Context: an optimization exercise on an open-source flow, tuned for small area, a short achievable clock period and few clock cycles. The choices shown serve that exercise and are no tape-out recipe.
Only simulation tests tie the RTL to the original design; equivalence was not proved.

## flow/design.v (module list and top-level ports; edited modules follow where they fit)
// module muldiv_unit_mq: 1039 lines
module muldiv_unit_mq #(
  parameter int XLEN       = 32,
  parameter int HART_ID_W  = 1,
  parameter int REG_ADDR_W = 5
) (
  input  logic                  clk,
  input  logic                  rst_n,
  input  logic                  muldiv_start,
  input  logic [2:0]            muldiv_op,
  input  logic [XLEN-1:0]       muldiv_a,
  input  logic [XLEN-1:0]       muldiv_b,
  input  logic [HART_ID_W-1:0]  muldiv_hart_id,
  input  logic [REG_ADDR_W-1:0] muldiv_rd,
  input  logic                  muldiv_kill,
  input  logic [HART_ID_W-1:0]  muldiv_kill_hart_id,
  output logic                  muldiv_busy,
  output logic                  muldiv_done,
  output logic [XLEN-1:0]       muldiv_result,
  output logic [HART_ID_W-1:0]  muldiv_done_hart_id,
  output logic [REG_ADDR_W-1:0] muldiv_done_rd
);
  // ...
==> flow/run.sh <==
#!/bin/bash
# synth_recipe.tcl (not shown) runs the flow's synth.tcl, then flattens the netlist and writes it again
# the make line also repeats each setting of config.mk as NAME=value (left out here)
make -C /OpenROAD-flow-scripts/flow DESIGN_CONFIG=/design/flow/config.mk WORK_HOME=/design/flow/orfs CLKGATE_MAP_FILE= SYNTH_SCRIPT=/design/flow/synth_recipe.tcl finish
==> flow/config.mk <==
export PLATFORM = sky130hd
export DESIGN_NAME = muldiv_unit_mq
export DESIGN_NICKNAME = muldiv_unit_mq
export VERILOG_FILES = /design/flow/design.v
export SDC_FILE = /design/flow/constraint.sdc
export NUM_CORES = 4
export LEC_CHECK = 0
export ABC_AREA = 1
export CAP_MARGIN = 20
export CORE_MARGIN = 2
export CORE_UTILIZATION = 40
export SETUP_SLACK_MARGIN = 5
export SLEW_MARGIN = 20
==> flow/constraint.sdc <==
create_clock -name core_clock -period 10.0 [get_ports {clk}]
set_input_delay 2.0000 -clock core_clock [delete_from_list [all_inputs] [get_ports {clk}]]
set_output_delay 2.0000 -clock core_clock [all_outputs]
set_load 0.01 [all_outputs]
==> summary.txt, run 1 <==
highest clock frequency the design can meet 173 MHz; total inserted antenna cells 6; net count after synthesis 6002; Floorplan Core Area 91900 um^2; capture endpoint of the worst hold path drd_q[4]$_DFF_P_; Cell Count, Final, Fillers Out 6892; met1 Resource Use GR 50.6%; number of warnings issued by yosys 2; clock buffers 56; number of max-slew violations in the final report 0; startpoint-to-endpoint class of the critical path reg2out; cts repair resizes 431; most frequent cells after synthesis 1091 x sky130_fd_sc_hd__nand2_1, 804 x sky130_fd_sc_hd__inv_1, 465 x sky130_fd_sc_hd__o21ai_0; post-route core utilization 49.0%; Layout Area Growth over Synthesis 20.9%; synthesized instance count 5448; post-cts hold buffer count 0; multi-input gate share of total cell area 63.6%; largest family of logic cells by synthesized area simple AND/OR/NAND/NOR gates; delay of the slowest cell on the worst path 0.43 ns; number of cell instances on the worst register-to-register path 35; setup slack of the critical path after layout 4.21 ns; Critical R2R Launch a_q[25]$_DFFE_PP_; crit path launch b_q[19]$_DFFE_PP_; total routing resource utilization after global routing 39.1%; Met3 Wirelength 22600 um; CTS tree built; wl on met1 74000 um; first-pass GRT wire length 271000 um; status no timing/DRC/antenna violations
Testbench counts, summed over its fixed seeds: cycles 5,402.
==> inputs of run 2 (changes only) <==
--- a/flow/design.v
+++ b/flow/design.v
@@ -912,47 +912,60 @@
   assign tree_c[60] = fc678;
   assign tree_s[61] = fs681;
   assign tree_c[61] = fc680;
   assign tree_s[62] = fs683;
   assign tree_c[62] = fc682;
   assign tree_s[63] = fs685;
   assign tree_c[63] = fc684;
   function automatic logic [4:0] clz(input logic [31:0] v);
-    logic [15:0] v16;
-    logic [7:0]  v8;
-    logic [3:0]  v4;
-    logic [1:0]  v2;
-    clz[4] = (v[31:16] == '0);
-    v16    = clz[4] ? v[15:0] : v[31:16];
-    clz[3] = (v16[15:8] == '0);
-    v8     = clz[3] ? v16[7:0] : v16[15:8];
-    clz[2] = (v8[7:4] == '0);
-    v4     = clz[2] ? v8[3:0] : v8[7:4];
-    clz[1] = (v4[3:2] == '0);
-    v2     = clz[1] ? v4[1:0] : v4[3:2];
-    clz[0] = !v2[1];
+    logic [31:0] p, f;
+    p = v;
+    for (int d = 1; d < 32; d = d * 2)
+      for (int i = 0; i < 32; i++)
+        if (i + d < 32) p[i] = p[i] | p[i+d];
+    for (int i = 0; i < 32; i++) f[i] = v[i] & ((i == 31) ? 1'b1 : !p[i+1]);
+    clz = {5{!p[0]}};    
+    for (int i = 0; i < 32; i++) clz = clz | ({5{f[i]}} & 5'(31 - i));
+  endfunction
+  function automatic logic [33:0] ksub33(input logic [32:0] x, input logic [32:0] y);
+    logic [32:0] g, p, t, c;
+    logic [32:0] gg, pp;
+    t  = ~y;
+    g  = x & t;
+    p  = x ^ t;
+    gg = g;
+    pp = p;
+    gg[0] = g[0] | p[0];
+    for (int d = 1; d < 33; d = d * 2)
+      for (int i = 32; i >= 0; i--)
+        if (i >= d) begin
+          gg[i] = gg[i] | (pp[i] & gg[i-d]);
+          pp[i] = pp[i] & pp[i-d];
+        end
+    c = {gg[31:0], 1'b1};
+    ksub33 = {gg[32], p ^ c};
   endfunction
   logic [4:0] za, zb;
   logic [5:0] sh;
   logic [4:0] sh2;
   logic       early;
   assign za    = clz(b_q);              
   assign zb    = clz(a_q[31:0]);        
   assign sh    = {1'b0, zb} - {1'b0, za};
   assign early = zero_q || sh[5];
   assign sh2   = sh[4:0] | 5'd1;
   logic [33:0] d1, d2;
   logic        q1, q0;
   logic [32:0] r1, r2;
-  assign d1 = {1'b0, s_q[32:0]} - {1'b0, a_q};
-  assign q1 = !d1[33];
+  assign d1 = ksub33(s_q[32:0], a_q);
+  assign q1 = d1[33];
   assign r1 = q1 ? d1[32:0] : s_q[32:0];
-  assign d2 = {1'b0, r1} - {2'b0, a_q[32:1]};
-  assign q0 = !d2[33];
+  assign d2 = ksub33(r1, {1'b0, a_q[32:1]});
+  assign q0 = d2[33];
   assign r2 = q0 ? d2[32:0] : r1;
   logic [31:0] dq, dr, dsel;
   always_comb begin
     if (st_q == ST_NORM) begin
       dq = zero_q ? '1 : '0;
       dr = b_q;
     end else begin
       dq = {b_q[29:0], q1, q0};
==> run 2 against run 1 <==
Net effect:
- sequential share of layout area down 0.15 points
- worst setup slack worse by 0.0027 ns
- via count up 5.8%
- utilization down 1.9 points
- synthesized area up 4.8%
- clock skew up 0.022 ns
- first-iteration DRC count up 1.6%
- worst hold slack better by 0.0016 ns
- die area up 4.7%
- global-route usage up 1.2 points
- register-to-register slack better by 0.05 ns
- critical path type unchanged
- critical endpoint unchanged
==> summary.txt, run 2 <==
kind of start point of the critical path flop (unchanged); worst clock skew 0.0535 ns (was 0.0315 ns); area of the mapped netlist 39100 um^2 (was 37300 um^2); number of clock sinks seen by CTS 284 (unchanged); die area 100000 um^2 (was 95600 um^2); clock transition at the registers of the reported paths 0.06 ns (about the same); worst slew pin tran 1.10 ns (was 0.967 ns); most frequent cells in the layout 984 x sky130_fd_sc_hd__nand2_1, 856 x sky130_fd_sc_hd__inv_1, 522 x sky130_fd_sc_hd__nor2_1 (was 1016 x sky130_fd_sc_hd__nand2_1, 783 x sky130_fd_sc_hd__inv_1, 386 x sky130_fd_sc_hd__o21ai_0); startpoint-to-endpoint class of the critical path reg2out (unchanged); die extent in x 316 um (was 309 um); largest registers s_q x64, c_q x63, a_q x33 (unchanged); highest clock frequency the design can meet 173 MHz (about the same); net count after synthesis 6310 (was 6002); first-pass GRT wire length 290000 um (was 271000 um); final routed wirelength across all metal layers 206000 um (was 190000 um); wl on met1 78200 um (was 74000 um); origin of the worst min-delay path frd_q[0]$_DFF_P_ (was frd_q[4]$_DFF_P_); Avg Synthesized Cell Area 6.78 um^2 (was 6.84 um^2); cell family with the largest share of critical-path delay buffers and inverters (was simple AND/OR/NAND/NOR gates); share of the synthesized area in the top cell type 14.4% (was 15.0%); Worst-Skew Late Latency 0.66 ns (was 0.61 ns); element type at the critical path end output pin (unchanged); post-cts hold buffer count 0 (unchanged); final-layout worst hold slack 0.325 ns (was 0.324 ns); CTS buffer count 39 (unchanged); count of different cell masters after synthesis 65 (was 61); reg-to-reg endpoint s_q[45]$_DFF_P_ (was s_q[47]$_DFF_P_); layout cells sized above 1 11.0% (was 14.1%); status no timing/DRC/antenna violations (unchanged); Floorplan Core Area 96700 um^2 (was 91900 um^2); DR top layer met5 (unchanged); wire length on met2 84000 um (was 77000 um); Worst EP arrival 3.79 ns (about the same); I/O pins 118 (unchanged); pin count of the biggest net entering global routing 76 (was 77); Final Hold Vio Count 0 (unchanged); antenna violation net count after detailed routing 0 (unchanged); portion of the post-synthesis area used by sequential elements 16.6% (was 17.4%); count of maximum capacitance violations 0 (unchanged); Synth area leaders sky130_fd_sc_hd__fa_1 14%, sky130_fd_sc_hd__dfxtp_1 10%, sky130_fd_sc_hd__nand2_1 9.7% (was sky130_fd_sc_hd__fa_1 15%, sky130_fd_sc_hd__nand2_1 11%, sky130_fd_sc_hd__dfxtp_1 11%); PortBufs 117 (unchanged); number of max-slew violations in the final report 0 (unchanged); initial cell density of the core 40.4% (was 40.5%); max FFs per register 64 (unchanged); starting DRC count in detailed routing 5587 (was 5501); commonest non-fill, non-tap cell in the layout sky130_fd_sc_hd__nand2_1 (unchanged); H-tree levels 2 (unchanged); critical path required time 8.00 ns (about the same); final global-route overflow total 0 (unchanged); delay of the slowest cell on the worst path 0.42 ns (was 0.43 ns); crit-path cells buf_4 > inv_1 > buf_4 > nor4_4 > buf_4 > a41oi_1 > nand4_1 > ha_2 > a21oi_4 > nor2_2 > a211oi_2 > nand2_1 > nand2_2 > nand2_4 > nand3_4 > inv_2 > buf_6; root cell of the clock tree sky130_fd_sc_hd__clkbuf_16 (unchanged); library cell with the highest instance count after synthesis sky130_fd_sc_hd__nand2_1 (unchanged); crit path buf inv count 6 (was 7); unrepaired setup endpoints after global routing true (unchanged); slowest stage cell, crit path sky130_fd_sc_hd__buf_4 (was sky130_fd_sc_hd__edfxtp_1); portion of the clock cycle consumed by the worst path in the final layout 57.9% (about the same); initial antenna violation count 14 (was 10); via-per-instance ratio 6.03 (was 5.96); post-synth top area cell sky130_fd_sc_hd__fa_1 (unchanged); number of warnings issued by yosys 2 (unchanged); Met3 Wirelength 26800 um (was 22600 um); hold crit path type reg2reg (unchanged); Top reg by flops s_q (unchanged); number of endpoints failing setup at the final stage 0 (unchanged); number of synthesized register bits 284 (unchanged); half-perimeter wire length after detailed placement 150000 um (was 140000 um); detailed-route via count 43.5k (was 41.1k); capture endpoint of the worst hold path drd_q[0]$_DFF_P_ (was drd_q[4]$_DFF_P_); most frequent CP cell sky130_fd_sc_hd__buf_4; Total Neg Setup Slack 0 ns (unchanged); post-route minimum period 5.79 ns (about the same); Layout Nets 6444 (was 6168); Max Buffers Root-to-Sink 3 (unchanged); number of cell instances on the worst register-to-register path 32 (was 35); slew margin rel. 26.7% (was 35.4%); average routed wire per standard cell 28.6 um (was 27.6 um); CTS tree built (unchanged); commonest register cell after synthesis sky130_fd_sc_hd__dfxtp_1 (unchanged); count of flip-flops with a built-in enable after synthesis 77 (unchanged); slack of the worst reg-to-reg path 4.63 ns (was 4.58 ns); Layout Area Growth over Synthesis 16.5% (was 20.9%); first-pass iteration count of the detailed router 10 (was 7); Critical R2R Launch a_q[31]$_DFFE_PP_ (was a_q[25]$_DFFE_PP_); weighted congestion at the end of routability-driven global placement 1.05 (was 1.06); die height 316 um (was 309 um); Max Fanout on Critical Path 20 (was 5); vias in the first global route 40.6k (was 38.9k); synthesized instance count 5756 (was 5448); floorplan row count 114 (was 111); most frequent cells after synthesis 1011 x sky130_fd_sc_hd__nand2_1, 870 x sky130_fd_sc_hd__inv_1, 562 x sky130_fd_sc_hd__nor2_1 (was 1091 x sky130_fd_sc_hd__nand2_1, 804 x sky130_fd_sc_hd__inv_1, 465 x sky130_fd_sc_hd__o21ai_0); total routing resource utilization after global routing 40.3% (was 39.1%); count of cells along the worst hold path 0 (unchanged); async set-or-reset flop fraction in the synthesized netlist 1.76% (unchanged); remaining routing DRC violations 0 (unchanged)
[run 2: cell count changes in the layout (fill, tap and decap cells not counted), sizes merged, moves of 59 or more]
cell / change
nand2: -90
inv: +63
nor2: +148
nand3: +63
nand4: +59
[run 2: logic make-up (layout without fill, tap and decap cells)]
kind of cell / count (synthesis) / count (layout) / share of synthesized area (%)
compound gates: 1230 / 1230 / 18.1
xor+xnor: 382 / 382 / 8.57
fa+ha+maj: 476 / 476 / 20.6
buf+inv: 1198 / 1354 / 12.0
flops: 284 / 284 / 16.6
mux: 7 / 7 / 0.186
other cells: 0 / 10 / 0
simple gates: 2179 / 2187 / 23.9
[run 2: final cells by class]
type                    count  area (um^2)
repair inverters            2         17.5
flip-flops and latches    284         6490
fillers                  9954        51200
inverters                 898         3480
repair buffers            383         3580
multi-input cells        4282        29000
diodes                     10         25.0
well taps                1276         1600
clock inverters            20          293
clock buffers              51         1050
[run 2: how the worst max path moves through the flow]
stage / cells after the start / end / from / slack, ns
CTS: 21 / muldiv_busy / a_q[27]$_DFFE_PP_ / 4.22
detailed placement: 26 / s_q[34]$_DFF_P_ / a_q[32]$_DFFE_PP_ / 2.50
global placement: 26 / s_q[36]$_DFF_P_ / a_q[32]$_DFFE_PP_ / 2.70
global route: 21 / muldiv_busy / a_q[27]$_DFFE_PP_ / 4.14
floorplan: 20 / muldiv_busy / a_q[20]$_DFFE_PP_ / 5.09
finish: 17 / muldiv_busy / a_q[9]$_DFFE_PP_ / 4.21
[run 2: routing by layer]
layer,up-vias,track usage (%)
met2,3095,58.3
met3,726,13.0
met1,20500,51.1
met4,10,27.0
met5,-,0
li1,19100,-
[run 2: what timing repair did]
action,4_1_cts,5_1_grt
endpoints found under the setup margin,236,189
gates cloned,13,2
setup buffers,117,55
resized for setup,163,195
pin swaps,35,35
[run 2: through the flow]
| stage | cells | setup WS [ns] | util (%) | instance area [um^2] |
|---|---|---|---|---|
| finish | 7206 | 4.21 | 47.1 | 45500 |
| CTS | 7139 | 4.22 | 45.8 | 44300 |
| floorplan | 5756 | 5.09 | - | 39100 |
| detailed placement | 6938 | 2.50 | 42.6 | 41200 |
| global route | 7196 | 4.14 | 47.0 | 45500 |
| global placement | 6938 | 2.70 | 42.6 | 41200 |
Testbench counts of run 2, summed over its fixed seeds: cycles 5,402.
==> inputs of run 3 (changes only) <==
--- a/flow/config.mk
+++ b/flow/config.mk
@@ -9,5 +9,5 @@
 export CAP_MARGIN = 20
 export CORE_MARGIN = 2
-export CORE_UTILIZATION = 40
+export CORE_UTILIZATION = 55
 export SETUP_SLACK_MARGIN = 5
 export SLEW_MARGIN = 20
==> run 3 against run 2 <==
Net effect:
- count of clock-buffer cells in the layout increased by 6
- via count up 4.2%
- global-route usage up 12 points
- design area is 2.6% higher
- still clean
- synthesized area unchanged
- highest routed layer unchanged
- largest cell class unchanged
- die area decreased by 27%
- worst setup slack better by 0.078 ns
- maximum frequency is 1.4% higher
==> summary.txt, run 3 <==
post-synth top area cell sky130_fd_sc_hd__fa_1 (unchanged); slew margin rel. 28.4% (was 26.7%); Layout Area Growth over Synthesis 19.5% (was 16.5%); count of maximum capacitance violations 0 (unchanged); critical path required time 8.00 ns (about the same); number of warnings issued by yosys 2 (unchanged); Floorplan Core Area 70100 um^2 (was 96700 um^2); CTS buffer count 38 (was 39); starting DRC count in detailed routing 7484 (was 5587); crit path buf inv count 5 (was 6); initial cell density of the core 55.7% (was 40.4%); final-layout worst hold slack 0.325 ns (about the same); number of cell instances on the worst register-to-register path 35 (was 32); synthesized instance count 5756 (unchanged); Max Buffers Root-to-Sink 3 (unchanged); placed cell count 6598 (was 6938); share of the synthesized area in the top cell type 14.4% (unchanged); element type at the critical path end output pin (unchanged); CTS tree built (unchanged); die height 270 um (was 316 um); first-pass iteration count of the detailed router 10 (unchanged); net count after synthesis 6310 (unchanged); number of endpoints failing setup at the final stage 0 (unchanged); worst slew pin tran 1.07 ns (was 1.10 ns); largest registers s_q x64, c_q x63, a_q x33 (unchanged); antenna violation net count after detailed routing 0 (unchanged); number of cells on the critical path 21 (was 17); root cell of the clock tree sky130_fd_sc_hd__clkbuf_16 (unchanged); average routed wire per standard cell 28.7 um (was 28.6 um); commonest non-fill, non-tap cell in the layout sky130_fd_sc_hd__nand2_1 (unchanged); max FFs per register 64 (unchanged); Worst-Skew Late Latency 0.61 ns (was 0.66 ns); via-per-instance ratio 6.55 (was 6.03); library cell with the highest instance count after synthesis sky130_fd_sc_hd__nand2_1 (unchanged); hold crit path type reg2reg (unchanged); worst clock skew 0.0408 ns (was 0.0535 ns); Cell Count, Final, Fillers Out 6913 (was 7206); Worst EP arrival 3.72 ns (was 3.79 ns); final global-route overflow total 0 (unchanged); final routed wirelength across all metal layers 198000 um (was 206000 um); unrepaired setup endpoints after global routing true (unchanged); number of synthesized register bits 284 (unchanged); first-pass GRT wire length 280000 um (was 290000 um); Total Neg Setup Slack 0 ns (unchanged); PortBufs 117 (unchanged); portion of the clock cycle consumed by the worst path in the final layout 57.2% (was 57.9%); delay of the slowest cell on the worst path 0.59 ns (was 0.42 ns); most frequent cells in the layout 960 x sky130_fd_sc_hd__nand2_1, 835 x sky130_fd_sc_hd__inv_1, 500 x sky130_fd_sc_hd__nor2_1 (was 984 x sky130_fd_sc_hd__nand2_1, 856 x sky130_fd_sc_hd__inv_1, 522 x sky130_fd_sc_hd__nor2_1); total routing resource utilization after global routing 52.0% (was 40.3%); most frequent CP cell sky130_fd_sc_hd__nand2_2 (was sky130_fd_sc_hd__buf_4); worst setup slack after placement 2.54 ns (was 2.50 ns); kind of start point of the critical path flop (unchanged); count of cells along the worst hold path 0 (unchanged); I/O pins 118 (unchanged); highest clock frequency the design can meet 175 MHz (was 173 MHz); cell family with the largest share of critical-path delay simple AND/OR/NAND/NOR gates (was buffers and inverters); Top reg by flops s_q (unchanged); status no timing/DRC/antenna violations (unchanged); Avg Synthesized Cell Area 6.78 um^2 (unchanged); post-route core utilization 66.5% (was 47.1%); Layout Nets 6485 (was 6444); layout cells sized above 1 14.4% (was 11.0%); weighted congestion at the end of routability-driven global placement 1.10 (was 1.05); die extent in x 270 um (was 316 um); initial antenna violation count 18 (was 14); most frequent cells after synthesis 1011 x sky130_fd_sc_hd__nand2_1, 870 x sky130_fd_sc_hd__inv_1, 562 x sky130_fd_sc_hd__nor2_1 (unchanged); detailed-route via count 45.3k (was 43.5k); commonest register cell after synthesis sky130_fd_sc_hd__dfxtp_1 (unchanged); H-tree levels 2 (unchanged); number of clock sinks seen by CTS 284 (unchanged); startpoint-to-endpoint class of the critical path reg2out (unchanged); Synth area leaders sky130_fd_sc_hd__fa_1 14%, sky130_fd_sc_hd__dfxtp_1 10%, sky130_fd_sc_hd__nand2_1 9.7% (unchanged); slowest stage cell, crit path sky130_fd_sc_hd__edfxtp_1 (was sky130_fd_sc_hd__buf_4); remaining routing DRC violations 0 (unchanged); vias in the first global route 41.5k (was 40.6k); clock transition at the registers of the reported paths 0.06 ns (about the same); number of max-slew violations in the final report 0 (unchanged); pin count of the biggest net entering global routing 76 (unchanged); count of different cell masters after synthesis 65 (unchanged); post-route minimum period 5.72 ns (was 5.79 ns); area of the mapped netlist 39100 um^2 (unchanged); Final Hold Vio Count 0 (unchanged); half-perimeter wire length after detailed placement 141000 um (was 150000 um); setup slack of the critical path after layout 4.28 ns (was 4.21 ns); async set-or-reset flop fraction in the synthesized netlist 1.76% (unchanged); Max Fanout on Critical Path 4 (was 20); die area 73100 um^2 (was 100000 um^2); floorplan row count 97 (was 114); crit-path cells nor2_2 > buf_4 > nand2_2 > nor2_4 > nand2_2 > inv_4 > nand2_2 > inv_2 > a31oi_4 > nand3b_1 > a21oi_4 > ha_4 > a21oi_4 > nor2_2 > a211oi_2 > nand2_1 > nand2_1 > nand2_2 > nand3_4 > inv_2 > buf_6 (was buf_4 > inv_1 > buf_4 > nor4_4 > buf_4 > a41oi_1 > nand4_1 > ha_2 > a21oi_4 > nor2_2 > a211oi_2 > nand2_1 > nand2_2 > nand2_4 > nand3_4 > inv_2 > buf_6); portion of the post-synthesis area used by sequential elements 16.6% (unchanged); count of flip-flops with a built-in enable after synthesis 77 (unchanged)
-- run 3: cell type report --
class / count / area, um^2
Timing Repair inverter: 2 / 17.5
Inverter: 898 / 3500
Tap cell: 940 / 1180
Multi-Input combinational cell: 4279 / 29900
Clock buffer: 57 / 1170
Clock inverter: 12 / 194
Antenna cell: 13 / 32.5
Sequential cell: 284 / 6490
Fill cell: 6268 / 23500
Timing Repair Buffer: 428 / 4200
-- run 3: path summary, 6_finish.rpt --
| path | start | to | slack [ns] |
|---|---|---|---|
| min in group asynchronous | rst_n | st_q[2]$_DFFE_PN0P_ | 1.64 |
| worst max-delay path | b_q[26]$_DFFE_PP_ | muldiv_busy | 4.28 |
| worst min-delay path | frd_q[3]$_DFF_P_ | drd_q[3]$_DFF_P_ | 0.32 |
| worst max register to register | a_q[23]$_DFFE_PP_ | s_q[32]$_DFF_P_ | 4.61 |
| worst min register to register | frd_q[3]$_DFF_P_ | drd_q[3]$_DFF_P_ | 0.32 |
| max in group asynchronous | rst_n | done_q$_DFF_PN0_ | 8.15 |
-- run 3: per-stage QoR --
step	area (um^2)
after CTS	45000
after floorplan	39100
final	46700
after global routing	46600
after detailed placement	40800
after global placement	40800
-- run 3: worst reg2reg max path: cells and delay by family (launching register included) --
| family | cells | cell delay (ns) |
|---|---|---|
| compound gates | 2 | 0.22 |
| fa+ha+maj | 2 | 0.58 |
| buf+inv | 13 | 1.60 |
| flops | 1 | 0.49 |
| simple gates | 18 | 2.40 |
-- run 3: kinds of logic after synthesis --
group                      Yosys count  synth area share (%)
AOI/OAI and AO/OA                 1230                  18.1
and+or+nand+nor                   2179                  23.9
xor gates and xnor gates           382                  8.57
adders and majority gates          476                  20.6
muxes                                7                 0.186
DFF                                284                  16.6
buffers and inverters             1198                  12.0
-- run 3: layer usage --
| layer | wire (um) | vias up | track usage, % |
|---|---|---|---|
| met5 | 408 | - | 2.37 |
| met2 | 77300 | 4012 | 72.7 |
| li1 | - | 19200 | - |
| met3 | 32500 | 1161 | 22.4 |
| met4 | 19400 | 16 | 38.7 |
| met1 | 68700 | 20900 | 63.0 |
-- run 3: repair_timing --
action / 4_1_cts / 5_1_grt
buffers inserted: 141 / 73
gates resized for setup: 368 / 237
hold buffers: 0 / 0
pin swaps: 65 / 89
setup endpoints to repair: 231 / 214
cloned: 15 / 4

[static timing again, ports no longer ideal]
In the flow no input, the clock included, has a driving cell. The finished layouts below were timed again as built, in two steps.
Step 1 assumes that a clkbuf_16 drives the clock port and a buf_2 every other input.
Step 2 times the ports against the registers' clock, not the clock port: input delays grow and output delays shrink by t, the midpoint of the rising clock arrivals with the driver on.
a / b / c = ideal / step 1 / step 2; a / b = the first two.
run | t, ns | setup slack, ns | worst setup path at the end
run 1 | 0.667 | 4.208 / 4.133 / 4.579 | register to register
run 2 | 0.711 | 4.205 / 4.128 / 4.436 | input to register
run 3 | 0.665 | 4.283 / 4.211 / 4.505 | input to register
After both steps setup and hold are still met in every run listed.
